Context: an optimization exercise on an open-source flow, tuned for small area, a short achievable clock period and few clock cycles per item. The choices shown serve that exercise and are no tape-out recipe. At most, simulation tests tie the RTL to the original design; equivalence was not proved. Power figures rest on the tool's default switching activity, not on a simulated workload.

Design chebyshev_clenshaw_evaluator_top, start of the top module:
module chebyshev_clenshaw_evaluator_top #(
    parameter int MAX_TERMS = cce_pkg::MAX_TERMS_DEF,
    parameter int NRING     = 1
) (
    input  wire logic                                aclk,
    input  wire logic                                aresetn,
    input  wire logic                                cfg_valid,
    output logic                                     cfg_ready,
    input  wire logic [cce_pkg::DEG_W-1:0]           cfg_data,
    input  wire logic                                s_valid,
    output logic                                     s_ready,
    input  wire logic [cce_pkg::KIND_W-1:0]          s_kind,
    input  wire logic [cce_pkg::INDEX_W-1:0]         s_coeff_index,
    input  wire logic signed [cce_pkg::COEFF_W-1:0]  s_coeff_value,
    input  wire logic signed [cce_pkg::POINT_W-1:0]  s_point,
    output logic                                     m_valid,
    input  wire logic                                m_ready,
    output logic signed [cce_pkg::ACC_W-1:0]         m_value,
    output logic                                     m_saturated
);
For scale: roughly 84 I/O pins.
==> module cce_seq, before the edit <==
module cce_seq #(
    parameter int TAG_W = 2
) (
    input  wire logic                               aclk,
    input  wire logic                               aresetn,
    output logic                                    mid2,      
    output logic                                    idle2,     
    output logic                                    fin2,      
    output logic                                    done2,     
    output logic [TAG_W-1:0]                        tag2,
    output logic                                    reads,     
    output logic [cce_pkg::ACC_W-1:0]               res_val,
    output logic                                    res_sat,
    output logic [cce_pkg::INDEX_W-1:0]             rd_addr,
    input  wire logic [cce_pkg::COEFF_W-1:0]        rd_data,
    input  wire logic                               rd_top,     
    input  wire logic [cce_pkg::INDEX_W-1:0]        top_addr,   
    input  wire logic [cce_pkg::INDEX_W-1:0]        ins_addr,   
    input  wire logic                               ins_last,   
    input  wire logic                               deliver,
    input  wire logic                               ins,
    input  wire logic [TAG_W-1:0]                   ins_tag,
    input  wire logic [cce_pkg::BTH_W-1:0]          ins_bth,
    input  wire logic [cce_pkg::COEFF_W-1:0]        ins_b       
);
    localparam int AW = cce_pkg::ACC_W;
    localparam int DW = cce_pkg::DD_W;
    localparam int RW = cce_pkg::ROW_W;
    localparam int BW = cce_pkg::BTH_W;
    logic [1:0]       st1_reg;
    logic [3:0]       k1_reg;
    logic             f1_reg;
    logic [TAG_W-1:0] g1_reg;
    logic [BW-1:0]    bth1_reg;
    logic [AW-1:0]    b1_reg;
    logic [DW-1:0]    dd1_reg;
    logic [3:0]       rda1_reg;       
    logic             rds1_reg;       
    logic             lst1_reg;       
    logic [1:0]       st2_reg;
    logic [3:0]       k2_reg;
    logic             f2_reg;
    logic [TAG_W-1:0] g2_reg;
    logic [BW-1:0]    bth2_reg;
    logic [DW-1:0]    dd2_reg;
    logic [RW-1:0]    ra2_reg;
    logic [RW-1:0]    rb2_reg;
    logic [RW-1:0] ra_n, rb_n;
    cce_step_unit u_step (
        .one (bth1_reg[7:0]),
        .two (bth1_reg[15:8]),
        .neg (bth1_reg[23:16]),
        .b   (b1_reg),
        .dd  (dd1_reg),
        .ra  (ra_n),
        .rb  (rb_n)
    );
    logic               park1;
    logic [DW-1:0]      x, y, dd_n;
    assign park1   = (st1_reg == cce_pkg::LN_PARK);
    assign rd_addr = rda1_reg;
    assign x       = lst1_reg ? {DW'(signed'(rd_data)), 1'b0} : DW'(signed'(rd_data));
    assign y       = rds1_reg ? (lst1_reg ? {b1_reg[AW-1], b1_reg[AW-1], b1_reg, 1'b0}
                                          : {{3{b1_reg[AW-1]}}, b1_reg})
                              : '0;
    assign dd_n    = park1 ? DW'(b1_reg) : (x - y);
    logic [RW-1:0]  s;
    logic [AW-1:0]  mid_value, last_value;
    logic           mid_clip, last_clip;
    assign s = ra2_reg + rb2_reg;
    always_comb begin
        mid_clip  = !((s[47:44] == 4'b0000) || (s[47:44] == 4'b1111));
        mid_value = s[44:13];
        if (mid_clip) begin
            mid_value = s[47] ? cce_pkg::ACC_MIN : cce_pkg::ACC_MAX;
        end
        last_clip  = !((s[47:45] == 3'b000) || (s[47:45] == 3'b111));
        last_value = s[45:14];
        if (last_clip) begin
            last_value = s[47] ? cce_pkg::ACC_MIN : cce_pkg::ACC_MAX;
        end
    end
    logic park2, park_now;
    assign mid2     = (st2_reg == cce_pkg::LN_RUN) && (k2_reg != 4'd0);
    assign fin2     = (st2_reg == cce_pkg::LN_RUN) && (k2_reg == 4'd0);
    assign park2    = (st2_reg == cce_pkg::LN_PARK);
    assign idle2    = !(mid2 || fin2 || park2);
    assign done2    = fin2 || park2;
    assign tag2     = g2_reg;
    assign park_now = done2 && !deliver;
    assign reads    = ((st1_reg == cce_pkg::LN_RUN) && (k1_reg != 4'd0)) || mid2;
    assign res_val = park2 ? dd2_reg[AW-1:0] : last_value;
    assign res_sat = park2 ? f2_reg : (f2_reg | last_clip);
    always_ff @(posedge aclk) begin
        st2_reg  <= st1_reg;
        k2_reg   <= k1_reg;
        f2_reg   <= f1_reg;
        g2_reg   <= g1_reg;
        bth2_reg <= bth1_reg;
        dd2_reg  <= dd_n;
        ra2_reg  <= ra_n;
        rb2_reg  <= rb_n;
        if (mid2) begin
            st1_reg <= cce_pkg::LN_RUN;
        end else if (park_now) begin
            st1_reg <= cce_pkg::LN_PARK;
        end else if (ins) begin
            st1_reg <= cce_pkg::LN_RUN;
        end else begin
            st1_reg <= cce_pkg::LN_IDLE;
        end
        k1_reg   <= mid2 ? (k2_reg - 4'd1) : ins_addr;
        bth1_reg <= mid2 ? bth2_reg : ins_bth;
        dd1_reg  <= dd2_reg;
        if (mid2 && (k2_reg != 4'd1)) begin
            rds1_reg <= 1'b1;
            lst1_reg <= (k2_reg == 4'd2);
            rda1_reg <= k2_reg - 4'd2;
        end else if (!mid2 && ins && (ins_addr != 4'd0)) begin
            rds1_reg <= 1'b1;
            lst1_reg <= (ins_addr == 4'd1);
            rda1_reg <= ins_addr - 4'd1;
        end else begin
            rds1_reg <= 1'b0;
            lst1_reg <= ins_last;
            rda1_reg <= ins_addr;
        end
        if (rd_top) begin
            rda1_reg <= top_addr;
        end
        g1_reg   <= (mid2 || park_now) ? g2_reg : ins_tag;
        f1_reg   <= mid2 ? (f2_reg | mid_clip) : (park_now && res_sat);
        b1_reg   <= mid2 ? mid_value : (park_now ? res_val : AW'(signed'(ins_b)));
        if (!aresetn) begin
            st1_reg <= cce_pkg::LN_IDLE;
            st2_reg <= cce_pkg::LN_IDLE;
        end
    end
endmodule
clock: 11.0 ns
lec_check: 0
abc_clock_period_in_ps: 3000
cap_margin: 20
core_margin: 2
core_utilization: 40
slew_margin: 20
standard.sh (not shown) runs the stock make flow with config.mk's settings and CLKGATE_MAP_FILE= SYNTH_SCRIPT=/design/flow/synth_recipe.tcl, a recipe that flattens the netlist after the stock synthesis.
==> flow/flow/run.sh <==
#!/bin/bash
set -euo pipefail
MARGIN=${MARGIN:-7}
bash standard.sh finish \
  "SETUP_SLACK_MARGIN=${MARGIN}" \
  "BUFFER_PORTS_ARGS=-buffer_cell sky130_fd_sc_hd__buf_4" \
  > standard_make.log 2>&1
==> next run, changes <==
--- a/flow/design.v
+++ b/flow/design.v
@@ -885,14 +885,19 @@
     logic [DW-1:0]    dd1_reg;
     logic [3:0]       rda1_reg;       
     logic             rds1_reg;       
     logic             lst1_reg;       
-    logic [1:0]       st2_reg;
+    logic             mid2_reg;       
+    logic             fin2_reg;       
+    logic             park2_reg;      
     logic [3:0]       k2_reg;
     logic             f2_reg;
     logic [TAG_W-1:0] g2_reg;
     logic [BW-1:0]    bth2_reg;
-    logic [DW-1:0]    dd2_reg;
+    logic [AW-1:0]    b2_reg;
+    logic [cce_pkg::COEFF_W-1:0] c2_reg;
+    logic             rds2_reg;
+    logic             lst2_reg;
     logic [RW-1:0]    ra2_reg;
     logic [RW-1:0]    rb2_reg;
     logic [RW-1:0] ra_n, rb_n;
     cce_step_unit u_step (
@@ -903,17 +908,9 @@
         .dd  (dd1_reg),
         .ra  (ra_n),
         .rb  (rb_n)
     );
-    logic               park1;
-    logic [DW-1:0]      x, y, dd_n;
-    assign park1   = (st1_reg == cce_pkg::LN_PARK);
     assign rd_addr = rda1_reg;
-    assign x       = lst1_reg ? {DW'(signed'(rd_data)), 1'b0} : DW'(signed'(rd_data));
-    assign y       = rds1_reg ? (lst1_reg ? {b1_reg[AW-1], b1_reg[AW-1], b1_reg, 1'b0}
-                                          : {{3{b1_reg[AW-1]}}, b1_reg})
-                              : '0;
-    assign dd_n    = park1 ? DW'(b1_reg) : (x - y);
     logic [RW-1:0]  s;
     logic [AW-1:0]  mid_value, last_value;
     logic           mid_clip, last_clip;
     assign s = ra2_reg + rb2_reg;
@@ -928,28 +925,39 @@
         if (last_clip) begin
             last_value = s[47] ? cce_pkg::ACC_MIN : cce_pkg::ACC_MAX;
         end
     end
+    logic [DW-1:0] x, y, dd_n;
+    assign x    = lst2_reg ? {DW'(signed'(c2_reg)), 1'b0} : DW'(signed'(c2_reg));
+    assign y    = rds2_reg ? (lst2_reg ? {b2_reg[AW-1], b2_reg[AW-1], b2_reg, 1'b0}
+                                       : {{3{b2_reg[AW-1]}}, b2_reg})
+                           : '0;
+    assign dd_n = x - y;
     logic park2, park_now;
-    assign mid2     = (st2_reg == cce_pkg::LN_RUN) && (k2_reg != 4'd0);
-    assign fin2     = (st2_reg == cce_pkg::LN_RUN) && (k2_reg == 4'd0);
-    assign park2    = (st2_reg == cce_pkg::LN_PARK);
+    assign mid2     = mid2_reg;
+    assign fin2     = fin2_reg;
+    assign park2    = park2_reg;
     assign idle2    = !(mid2 || fin2 || park2);
     assign done2    = fin2 || park2;
     assign tag2     = g2_reg;
     assign park_now = done2 && !deliver;
     assign reads    = ((st1_reg == cce_pkg::LN_RUN) && (k1_reg != 4'd0)) || mid2;
-    assign res_val = park2 ? dd2_reg[AW-1:0] : last_value;
+    assign res_val = park2 ? b2_reg : last_value;
     assign res_sat = park2 ? f2_reg : (f2_reg | last_clip);
     always_ff @(posedge aclk) begin
-        st2_reg  <= st1_reg;
-        k2_reg   <= k1_reg;
-        f2_reg   <= f1_reg;
-        g2_reg   <= g1_reg;
-        bth2_reg <= bth1_reg;
-        dd2_reg  <= dd_n;
-        ra2_reg  <= ra_n;
-        rb2_reg  <= rb_n;
+        mid2_reg  <= (st1_reg == cce_pkg::LN_RUN) && (k1_reg != 4'd0);
+        fin2_reg  <= (st1_reg == cce_pkg::LN_RUN) && (k1_reg == 4'd0);
+        park2_reg <= (st1_reg == cce_pkg::LN_PARK);
+        k2_reg    <= k1_reg;
+        f2_reg    <= f1_reg;
+        g2_reg    <= g1_reg;
+        bth2_reg  <= bth1_reg;
+        b2_reg    <= b1_reg;
+        c2_reg    <= rd_data;
+        rds2_reg  <= rds1_reg;
+        lst2_reg  <= lst1_reg;
+        ra2_reg   <= ra_n;
+        rb2_reg   <= rb_n;
         if (mid2) begin
             st1_reg <= cce_pkg::LN_RUN;
         end else if (park_now) begin
             st1_reg <= cce_pkg::LN_PARK;
@@ -959,9 +967,9 @@
             st1_reg <= cce_pkg::LN_IDLE;
         end
         k1_reg   <= mid2 ? (k2_reg - 4'd1) : ins_addr;
         bth1_reg <= mid2 ? bth2_reg : ins_bth;
-        dd1_reg  <= dd2_reg;
+        dd1_reg  <= dd_n;
         if (mid2 && (k2_reg != 4'd1)) begin
             rds1_reg <= 1'b1;
             lst1_reg <= (k2_reg == 4'd2);
             rda1_reg <= k2_reg - 4'd2;
@@ -981,9 +989,11 @@
         f1_reg   <= mid2 ? (f2_reg | mid_clip) : (park_now && res_sat);
         b1_reg   <= mid2 ? mid_value : (park_now ? res_val : AW'(signed'(ins_b)));
         if (!aresetn) begin
             st1_reg <= cce_pkg::LN_IDLE;
-            st2_reg <= cce_pkg::LN_IDLE;
+            mid2_reg  <= 1'b0;
+            fin2_reg  <= 1'b0;
+            park2_reg <= 1'b0;
         end
     end
 endmodule
 `default_nettype wire
Total power went down by a few percent.
Wire length shrinks by roughly a tenth.
Worst setup slack gets better by 0.56 ns.
Die area rose slightly.
Design area decreases by a few percent.
First-iteration DRC count is lower by about a fifth.
Clock skew barely changes.
Fmax went up by about a fifth.
Worst hold slack gains 0.013 ns.
Sequential share of layout area is higher by 2.1 points.
Core utilization goes down by 1.6 points.
Via count shrinks by a few percent.
Testbench counts after the change, summed over its fixed seeds: cycles 39,168, items 4,096.
Function not checked in the first run of this note: the RTL went through the layout flow alone.

==> separate check: timing with driven ports <==
The results above use ideal ports. As a check the final layouts listed here were re-extracted and re-timed, cells and wires unchanged.
Step 1 (the two cells are an assumption about what drives the block):
set clk [get_ports {aclk}]
set_driving_cell -lib_cell sky130_fd_sc_hd__clkbuf_16 $clk
set_driving_cell -lib_cell sky130_fd_sc_hd__buf_2 [delete_from_list [all_inputs] $clk]
Step 2 adds t to the input delays and takes it off the output delays; t is the mean of the earliest and latest rising clock arrival at the registers after step 1. Input paths then give back, and output paths get back, about the clock's delay inside the block.
Three values: ideal, step 1, step 2; two values: the first two.
run | t (ns) | slack for setup (ns) | worst setup path at the end | latest minus earliest clock arrival (ns) | pins driven straight from the clock port
the first run | 0.700 | 6.501 / 6.501 / 6.501 | register to register | 0.021 / 0.021 | 1
the second run | 0.682 | 7.062 / 7.062 / 6.552 | input to register | 0.019 / 0.018 | 1
After both steps every run listed still meets setup and hold. For the second run, which loses most, drivers alone change the setup slack by 0.000 ns; drivers and shift together by -0.510 ns.
